This is an optimization exercise on Yosys and OpenROAD, whose aim is small area, a short achievable clock period and few clock cycles per item, not a production implementation. Only simulation tests tie the RTL to the original design; equivalence was not proved. Power figures rest on the tool's default switching activity, not on a simulated workload.

### flow/config.mk
export PLATFORM = sky130hd
export DESIGN_NAME = mips_core
export DESIGN_NICKNAME = mips_core
export VERILOG_FILES = /design/flow/design.v
export SDC_FILE = /design/flow/constraint.sdc
export NUM_CORES = 4
export LEC_CHECK = 0
export CAP_MARGIN = 20
export CORE_MARGIN = 2
export CORE_UTILIZATION = 40
export SLEW_MARGIN = 20
### flow/constraint.sdc
create_clock -name core_clock -period 5.0 [get_ports {clk}]
set_input_delay 1.0000 -clock core_clock [delete_from_list [all_inputs] [get_ports {clk}]]
set_output_delay 1.0000 -clock core_clock [all_outputs]
set_load 0.01 [all_outputs]
### flow/design.v
package core_pkg;
    typedef logic [32-1:0]              word_t;
    typedef logic [30-1:0]            iaddr_t;
    typedef logic [$clog2(32)-1:0] reg_idx_t;
    typedef logic [5:0]  opcode_t;
    typedef logic [5:0]  funct_t;
    typedef logic [4:0]  shamt_t;
    typedef logic [15:0] imm_t;
    typedef enum logic [3:0] {
        ALU_ADD,
        ALU_SUB,
        ALU_AND,
        ALU_OR,
        ALU_XOR,
        ALU_NOR,
        ALU_SLT,
        ALU_SLL,
        ALU_SRL,
        ALU_LUI
    } alu_op_t;
endpackage
module fetch_unit (
    input  logic   clk,
    input  logic   rst_n,
    input  logic   imem_stall,
    input  core_pkg::word_t  imem_rdata,
    output core_pkg::iaddr_t imem_addr,
    output core_pkg::word_t  instr,
    output logic   instr_valid
);
    core_pkg::word_t pc;
    always_ff @(posedge clk) begin
        if (!rst_n) begin
            pc          <= 32'h0000_0000;
            instr_valid <= 1'b0;
        end else if (!imem_stall) begin
            pc          <= pc + core_pkg::word_t'(4);
            instr_valid <= 1'b1;
        end
    end
    always_ff @(posedge clk) begin
        if (!imem_stall) begin
            instr <= imem_rdata;
        end
    end
    assign imem_addr = pc[32-1:2];
endmodule
module decode_control (
    input  logic     clk,
    input  logic     rst_n,
    input  logic     imem_stall,
    input  core_pkg::word_t    instr,
    input  logic     instr_valid,
    output core_pkg::reg_idx_t rs_idx,
    output core_pkg::reg_idx_t rt_idx,
    input  core_pkg::word_t    rs_data,
    input  core_pkg::word_t    rt_data,
    output logic     id_ex_valid,
    output core_pkg::alu_op_t  id_ex_alu_op,
    output logic     id_ex_use_imm,
    output core_pkg::reg_idx_t id_ex_rs,
    output core_pkg::reg_idx_t id_ex_rt,
    output core_pkg::reg_idx_t id_ex_dest,
    output core_pkg::word_t    id_ex_rs_data,
    output core_pkg::word_t    id_ex_rt_data,
    output core_pkg::word_t    id_ex_operand_imm,
    output core_pkg::shamt_t   id_ex_shamt
);
    core_pkg::opcode_t  opcode;
    core_pkg::funct_t   funct;
    core_pkg::shamt_t   shamt;
    core_pkg::imm_t     imm;
    core_pkg::reg_idx_t rd_idx;
    core_pkg::alu_op_t  dec_op;
    logic     dec_use_imm;
    logic     dec_zero_ext;
    logic     dec_known;
    core_pkg::reg_idx_t dec_dest;
    core_pkg::word_t    imm_ext;
    assign opcode = instr[31:26];
    assign rs_idx = instr[25:21];
    assign rt_idx = instr[20:16];
    assign rd_idx = instr[15:11];
    assign shamt  = instr[10:6];
    assign funct  = instr[5:0];
    assign imm    = instr[15:0];
    always_comb begin
        dec_op       = core_pkg::ALU_ADD;
        dec_use_imm  = 1'b1;
        dec_zero_ext = 1'b0;
        dec_known    = 1'b1;
        dec_dest     = rt_idx;
        case (opcode)
            6'h00: begin
                dec_use_imm = 1'b0;
                dec_dest    = rd_idx;
                case (funct)
                    6'h20: dec_op = core_pkg::ALU_ADD;
                    6'h22: dec_op = core_pkg::ALU_SUB;
                    6'h24: dec_op = core_pkg::ALU_AND;
                    6'h25:  dec_op = core_pkg::ALU_OR;
                    6'h26: dec_op = core_pkg::ALU_XOR;
                    6'h27: dec_op = core_pkg::ALU_NOR;
                    6'h2a: dec_op = core_pkg::ALU_SLT;
                    6'h00: dec_op = core_pkg::ALU_SLL;
                    6'h02: dec_op = core_pkg::ALU_SRL;
                    default:      dec_known = 1'b0;
                endcase
            end
            6'h08: dec_op = core_pkg::ALU_ADD;
            6'h0a: dec_op = core_pkg::ALU_SLT;
            6'h0c: begin
                dec_op       = core_pkg::ALU_AND;
                dec_zero_ext = 1'b1;
            end
            6'h0d: begin
                dec_op       = core_pkg::ALU_OR;
                dec_zero_ext = 1'b1;
            end
            6'h0f:  dec_op = core_pkg::ALU_LUI;
            default:       dec_known = 1'b0;
        endcase
    end
    assign imm_ext = dec_zero_ext ? {{(32-16){1'b0}}, imm}
                                  : {{(32-16){imm[15]}}, imm};
    always_ff @(posedge clk) begin
        if (!rst_n) begin
            id_ex_valid <= 1'b0;
        end else if (!imem_stall) begin
            id_ex_valid <= instr_valid && dec_known && (dec_dest != '0);
        end
    end
    always_ff @(posedge clk) begin
        if (!imem_stall) begin
            id_ex_alu_op      <= dec_op;
            id_ex_use_imm     <= dec_use_imm;
            id_ex_rs          <= rs_idx;
            id_ex_rt          <= rt_idx;
            id_ex_dest        <= dec_dest;
            id_ex_rs_data     <= rs_data;
            id_ex_rt_data     <= rt_data;
            id_ex_operand_imm <= imm_ext;
            id_ex_shamt       <= shamt;
        end
    end
endmodule
module reg_file (
    input  logic     clk,
    input  logic     rst_n,
    input  core_pkg::reg_idx_t rs_idx,
    input  core_pkg::reg_idx_t rt_idx,
    output core_pkg::word_t    rs_data,
    output core_pkg::word_t    rt_data,
    input  logic     wb_valid,
    input  core_pkg::reg_idx_t wb_reg,
    input  core_pkg::word_t    wb_data
);
    core_pkg::word_t regs [32];
    always_ff @(posedge clk) begin
        if (!rst_n) begin
            for (int i = 0; i < 32; i++) begin
                regs[i] <= '0;
            end
        end else if (wb_valid && (wb_reg != '0)) begin
            regs[wb_reg] <= wb_data;
        end
    end
    assign rs_data = (rs_idx == '0) ? '0
                   : (wb_valid && (wb_reg == rs_idx)) ? wb_data
                   : regs[rs_idx];
    assign rt_data = (rt_idx == '0) ? '0
                   : (wb_valid && (wb_reg == rt_idx)) ? wb_data
                   : regs[rt_idx];
endmodule
module alu_unit (
    input  core_pkg::alu_op_t op,
    input  core_pkg::word_t   a,
    input  core_pkg::word_t   b,
    input  core_pkg::shamt_t  shamt,
    output core_pkg::word_t   result
);
    always_comb begin
        case (op)
            core_pkg::ALU_ADD: result = a + b;
            core_pkg::ALU_SUB: result = a - b;
            core_pkg::ALU_AND: result = a & b;
            core_pkg::ALU_OR:  result = a | b;
            core_pkg::ALU_XOR: result = a ^ b;
            core_pkg::ALU_NOR: result = ~(a | b);
            core_pkg::ALU_SLT: result = core_pkg::word_t'($signed(a) < $signed(b));
            core_pkg::ALU_SLL: result = b << shamt;
            core_pkg::ALU_SRL: result = b >> shamt;
            core_pkg::ALU_LUI: result = {b[15:0], 16'h0000};
            default: result = '0;
        endcase
    end
endmodule
module execute_stage (
    input  logic     clk,
    input  logic     rst_n,
    input  logic     imem_stall,
    input  logic     id_ex_valid,
    input  core_pkg::alu_op_t  id_ex_alu_op,
    input  logic     id_ex_use_imm,
    input  core_pkg::reg_idx_t id_ex_rs,
    input  core_pkg::reg_idx_t id_ex_rt,
    input  core_pkg::reg_idx_t id_ex_dest,
    input  core_pkg::word_t    id_ex_rs_data,
    input  core_pkg::word_t    id_ex_rt_data,
    input  core_pkg::word_t    id_ex_operand_imm,
    input  core_pkg::shamt_t   id_ex_shamt,
    output logic     wb_valid,
    output core_pkg::reg_idx_t wb_reg,
    output core_pkg::word_t    wb_data
);
    core_pkg::word_t fwd_rs;
    core_pkg::word_t fwd_rt;
    core_pkg::word_t operand_b;
    core_pkg::word_t alu_result;
    assign fwd_rs = (wb_valid && (wb_reg == id_ex_rs)) ? wb_data : id_ex_rs_data;
    assign fwd_rt = (wb_valid && (wb_reg == id_ex_rt)) ? wb_data : id_ex_rt_data;
    assign operand_b = id_ex_use_imm ? id_ex_operand_imm : fwd_rt;
    alu_unit i_alu (
        .op     (id_ex_alu_op),
        .a      (fwd_rs),
        .b      (operand_b),
        .shamt  (id_ex_shamt),
        .result (alu_result)
    );
    always_ff @(posedge clk) begin
        if (!rst_n) begin
            wb_valid <= 1'b0;
        end else if (!imem_stall) begin
            wb_valid <= id_ex_valid;
        end
    end
    always_ff @(posedge clk) begin
        if (!imem_stall) begin
            wb_reg  <= id_ex_dest;
            wb_data <= alu_result;
        end
    end
endmodule
module mips_core (
    input  logic     clk,
    input  logic     rst_n,
    output core_pkg::iaddr_t   imem_addr,
    input  core_pkg::word_t    imem_rdata,
    input  logic     imem_stall,
    output logic     wb_valid,
    output core_pkg::reg_idx_t wb_reg,
    output core_pkg::word_t    wb_data
);
    core_pkg::word_t    instr;
    logic     instr_valid;
    core_pkg::reg_idx_t rs_idx;
    core_pkg::reg_idx_t rt_idx;
    core_pkg::word_t    rs_data;
    core_pkg::word_t    rt_data;
    logic     id_ex_valid;
    core_pkg::alu_op_t  id_ex_alu_op;
    logic     id_ex_use_imm;
    core_pkg::reg_idx_t id_ex_rs;
    core_pkg::reg_idx_t id_ex_rt;
    core_pkg::reg_idx_t id_ex_dest;
    core_pkg::word_t    id_ex_rs_data;
    core_pkg::word_t    id_ex_rt_data;
    core_pkg::word_t    id_ex_operand_imm;
    core_pkg::shamt_t   id_ex_shamt;
    fetch_unit i_fetch (
        .clk         (clk),
        .rst_n       (rst_n),
        .imem_stall  (imem_stall),
        .imem_rdata  (imem_rdata),
        .imem_addr   (imem_addr),
        .instr       (instr),
        .instr_valid (instr_valid)
    );
    decode_control i_decode (
        .clk         (clk),
        .rst_n       (rst_n),
        .imem_stall  (imem_stall),
        .instr       (instr),
        .instr_valid (instr_valid),
        .rs_idx      (rs_idx),
        .rt_idx      (rt_idx),
        .rs_data     (rs_data),
        .rt_data     (rt_data),
        .id_ex_valid       (id_ex_valid),
        .id_ex_alu_op      (id_ex_alu_op),
        .id_ex_use_imm     (id_ex_use_imm),
        .id_ex_rs          (id_ex_rs),
        .id_ex_rt          (id_ex_rt),
        .id_ex_dest        (id_ex_dest),
        .id_ex_rs_data     (id_ex_rs_data),
        .id_ex_rt_data     (id_ex_rt_data),
        .id_ex_operand_imm (id_ex_operand_imm),
        .id_ex_shamt       (id_ex_shamt)
    );
    reg_file i_regs (
        .clk      (clk),
        .rst_n    (rst_n),
        .rs_idx   (rs_idx),
        .rt_idx   (rt_idx),
        .rs_data  (rs_data),
        .rt_data  (rt_data),
        .wb_valid (wb_valid),
        .wb_reg   (wb_reg),
        .wb_data  (wb_data)
    );
    execute_stage i_execute (
        .clk        (clk),
        .rst_n      (rst_n),
        .imem_stall (imem_stall),
        .id_ex_valid       (id_ex_valid),
        .id_ex_alu_op      (id_ex_alu_op),
        .id_ex_use_imm     (id_ex_use_imm),
        .id_ex_rs          (id_ex_rs),
        .id_ex_rt          (id_ex_rt),
        .id_ex_dest        (id_ex_dest),
        .id_ex_rs_data     (id_ex_rs_data),
        .id_ex_rt_data     (id_ex_rt_data),
        .id_ex_operand_imm (id_ex_operand_imm),
        .id_ex_shamt       (id_ex_shamt),
        .wb_valid   (wb_valid),
        .wb_reg     (wb_reg),
        .wb_data    (wb_data)
    );
endmodule
### flow/run.sh
#!/bin/bash
# synth_recipe.tcl (not shown) runs the flow's synth.tcl, then flattens the netlist and writes it again
# the make line also repeats each setting of config.mk as NAME=value (left out here)
make -C /OpenROAD-flow-scripts/flow DESIGN_CONFIG=/design/flow/config.mk WORK_HOME=/design/flow/orfs CLKGATE_MAP_FILE= SYNTH_SCRIPT=/design/flow/synth_recipe.tcl finish
==> reports/results.txt <==
port bufs - 102
number of flops mapped to enable cells by yosys - 1194
Required @ worst endpoint - 5.53 ns
period utilization - 96.80%
CTS tree - done
Congestion Overflow GR - 0
CTS Hold Bufs - 0
pwr/cell area - 355.4 mW/mm^2
logic gate share of total power - 22.7%
Overall Global Routing Usage - 29.34%
syn_area_per_cell - 13.57 um^2
critical path class - flop to flop
Slew headroom - 20.32%
final slew viol count - 0
DRC errors left - 0
clk slew on worst S/H paths - 0.06 ns
Hold Path End - i_decode.id_ex_operand_imm[10]
Gate Count Post-Synth - 5313
Final Hold Vio Count - 0
routed wire length - 272.2 mm
CTS Buffer Depth - 3
crit path launch type - flop
nets@finish - 5637
count leader, synth - edfxtp_1
Clock Power Share - 35.5%
Sw Share - 30.54%
total clock sinks - 1237
RR Endpoint - i_execute.wb_data[28]
GPL Wtd Cong - 0.9916
clk root buf - clkbuf_16
num rows - 155
vias - 50049
Setup Viol. Count Final - 0
fin worst setup slack - 0.1601 ns
DR iter-0 viols - 6423
synth cell count leaders - 1194 x edfxtp_1, 1003 x and2_1, 653 x mux4_2
initial antenna violation count - 17
worst r2r src - i_execute.wb_reg[1]
highest clock rate - 206.6 MHz
register area share after synthesis - 50.91%
I/O pin count - 103
Detail Placement HPWL - 182.4 mm
Top FF cell, synth - edfxtp_1
Max-Cap Viols - 0
crit path max fanout - 11
Cell Area, Synth - 0.07212 mm^2
count of unique library cells instantiated by Yosys - 90
dpl ws - -0.2579 ns
max FFs per register - 1024
later-pin clock latency in the skew report - 0.81 ns
Clock Skew - 0.03155 ns
NetSw - 9040 uW
Num CTS Buffers - 142
Pint - 20560 uW
Sequential Power Share - 41.9%
ys async rst share - 0%
number of global-route vias before repair - 49826
Synth area leader - edfxtp_1
ranking of synthesized cells by area - edfxtp_1 50%, mux4_2 20%, and2_1 8.7%
share of layout cells above drive strength 1 - 26.08%
CORE AREA - 0.1788 mm^2
Wirelength per Cell - 34.12 um
Max VDD drop - 0.3606 mV
drt first pass iters - 7
RSZ-0062 raised after global routing - yes
Largest Register - i_regs.regs
Die W - 428.6 um
Setup crit end kind - flop
Die Y - 428.6 um
Yosys top cell area share - 49.72%
worst slew pin tran - 1.192 ns
run status - finished clean
Final min period - 4.840 ns
Reg2Reg Setup Slack - 0.16 ns
post-route ant nets - 0
worst reg2reg path depth - 19
Starting Density - 40.33%
Placed Instance Area - 0.07839 mm^2
largest net degree at the start of global routing - 103
worst min path class - flop to flop
hold_sp - i_fetch.instr[10]
Syn. warnings - 5
total die area - 0.1837 mm^2
worst hold stages - 0
first-pass GRT wire length - 383.1 mm
Seq cells post-synth - 1237
design area - 0.08327 mm^2
area grow syn2layout - 15.47%
vias per cell - 6.275
CTS H-Tree Depth - 4
cell leakage power - 0.03001 uW
Hold WS - 0.4182 ns
Worst Path Arrival - 5.37 ns
repair_timing:
item                                    4_1_cts  5_1_grt
endpoints found under the setup margin       10       17
pin swaps                                     1        6
buffers inserted                              1        5
cloned                                        0        1
resized for setup                             6       24
worst max-delay path, stage by stage, from the launching register on:
cell	delay, ns
edfxtp_1	0.44
xor2_1	0.20
nor4_4	0.33
buf_12	0.17
buf_4	0.13
buf_4	0.16
nor2_1	0.06
a311o_2	0.42
ha_4	0.29
nand4_1	0.12
or4_4	0.55
or4_4	0.45
o211ai_1	0.18
buf_4	0.15
nand2_1	0.09
buf_4	0.15
o211ai_1	0.20
nand4b_1	0.16
a41oi_2	0.20
nand3_1	0.10
power by group through the flow:
stage | registers [uW] | clock network (uW) | logic (uW)
finish | 12400 | 10500 | 6710
global route | 12400 | 11000 | 6960
CTS | 12400 | 10600 | 6560
detailed placement | 12600 | 0 | 6530
global placement | 12600 | 0 | 6540
floorplan | 12300 | 0 | 3690
area by class of cell:
type	count	area [um^2]
antenna	7	17.52
clock buffer	179	3805
clock inverter	79	782.0
fill	15657	95530
inverter	103	391.6
multi-input combinational	3489	33940
sequential	1237	36750
tap	2355	2947
timing repair buffer	527	4646
per-layer routing:
metal	vias to the layer above	global-route usage [%]	share of wire, %
met5	-	0	0.0029
li1	20882	-	-
met2	2894	46.82	47
met4	2	14.97	6.0
met3	579	5.753	9.4
met1	25692	38.17	38
worst max-delay path by stage:
stage	slack (ns)	cells past startpoint	end	from
CTS	0.03	18	i_execute.wb_data[27]	i_execute.wb_reg[4]
floorplan	0.09	17	i_execute.wb_data[14]	i_execute.wb_reg[3]
global route	-0.05	18	i_execute.wb_data[14]	i_execute.wb_reg[3]
finish	0.16	19	i_execute.wb_data[28]	i_execute.wb_reg[1]
global placement	-0.16	19	i_execute.wb_data[27]	i_execute.wb_reg[4]
detailed placement	-0.26	19	i_execute.wb_data[27]	i_execute.wb_reg[4]
logic make-up after synthesis:
family | after synthesis | synth area share [%]
buffers and inverters | 618 | 3.293
adders and majority gates | 102 | 1.790
other | 1 | 0.005200
xor gates and xnor gates | 47 | 0.5812
AOI/OAI and AO/OA | 725 | 6.938
muxes | 845 | 23.15
DFF | 1237 | 50.91
and+or+nand+nor | 1738 | 13.33
per-stage QoR:
step | cells | total power [uW] | utilization [%] | setup TNS [ns]
6_report | 7976 | 29590 | 46.57 | 0
5_1_grt | 7969 | 30370 | 46.56 | -0.1323
4_1_cts | 7961 | 29540 | 46.42 | 0
3_5_place_dp | 7702 | 19110 | 43.84 | -1.016
3_3_place_gp | 7699 | 19100 | 43.80 | -0.3779
2_1_floorplan | 5344 | 16040 | - | 0
layout by cell type, fill, tap and decap left out, types with 15 or more instances in the layout:
master / instances
a21oi_1: 125
a22oi_1: 28
clkbuf_1: 29
and2_1: 1002
a221oi_1: 37
nand3_1: 53
a31oi_1: 20
edfxtp_1: 1194
and3_1: 26
inv_1: 97
o31ai_1: 18
xnor2_1: 15
clkinv_1: 34
xor2_1: 31
buf_12: 30
a211oi_1: 97
o221ai_1: 22
o22ai_1: 24
a21o_1: 25
clkbuf_16: 147
mux2_2: 56
dfxtp_1: 33
o21ai_4: 30
o211ai_1: 40
buf_4: 392
mux2i_1: 136
nor2_4: 32
nor2b_1: 15
nor2_1: 254
nand2_1: 190
ha_1: 97
mux4_2: 653
clkdlybuf4s50_1: 101
clkinv_2: 17
nand4_1: 20
o21ai_0: 114
nor3_1: 56
conb_1: 32
Testbench counts, summed over its fixed seeds: cycles 13,304, results 9,487.

[re-timing with driven ports]
The results above use ideal ports. As a check the final layout listed here was re-extracted and re-timed, cells and wires unchanged. Step 1 (the two cells are an assumption about what drives the block):
set clk [get_ports {clk}]
set_driving_cell -lib_cell sky130_fd_sc_hd__clkbuf_16 $clk
set_driving_cell -lib_cell sky130_fd_sc_hd__buf_2 [delete_from_list [all_inputs] $clk]
Step 2 also shifts input and output timing later by t, the mid clock arrival at the registers, as if the neighbouring blocks saw the same clock. a / b / c = ideal / step 1 / step 2; a / b = the first two.
shift t [ns]: 0.893
setup slack, ns: 0.160 / 0.160 / 0.160
hold slack, ns: 0.418 / 0.418 / 0.418
clock arrival spread, ns: 0.040 / 0.039
cell pins on the clock port's net: 1
After both steps this run still meets setup and hold. For this run, drivers alone change the setup slack by 0.000 ns; drivers and shift together by 0.000 ns.
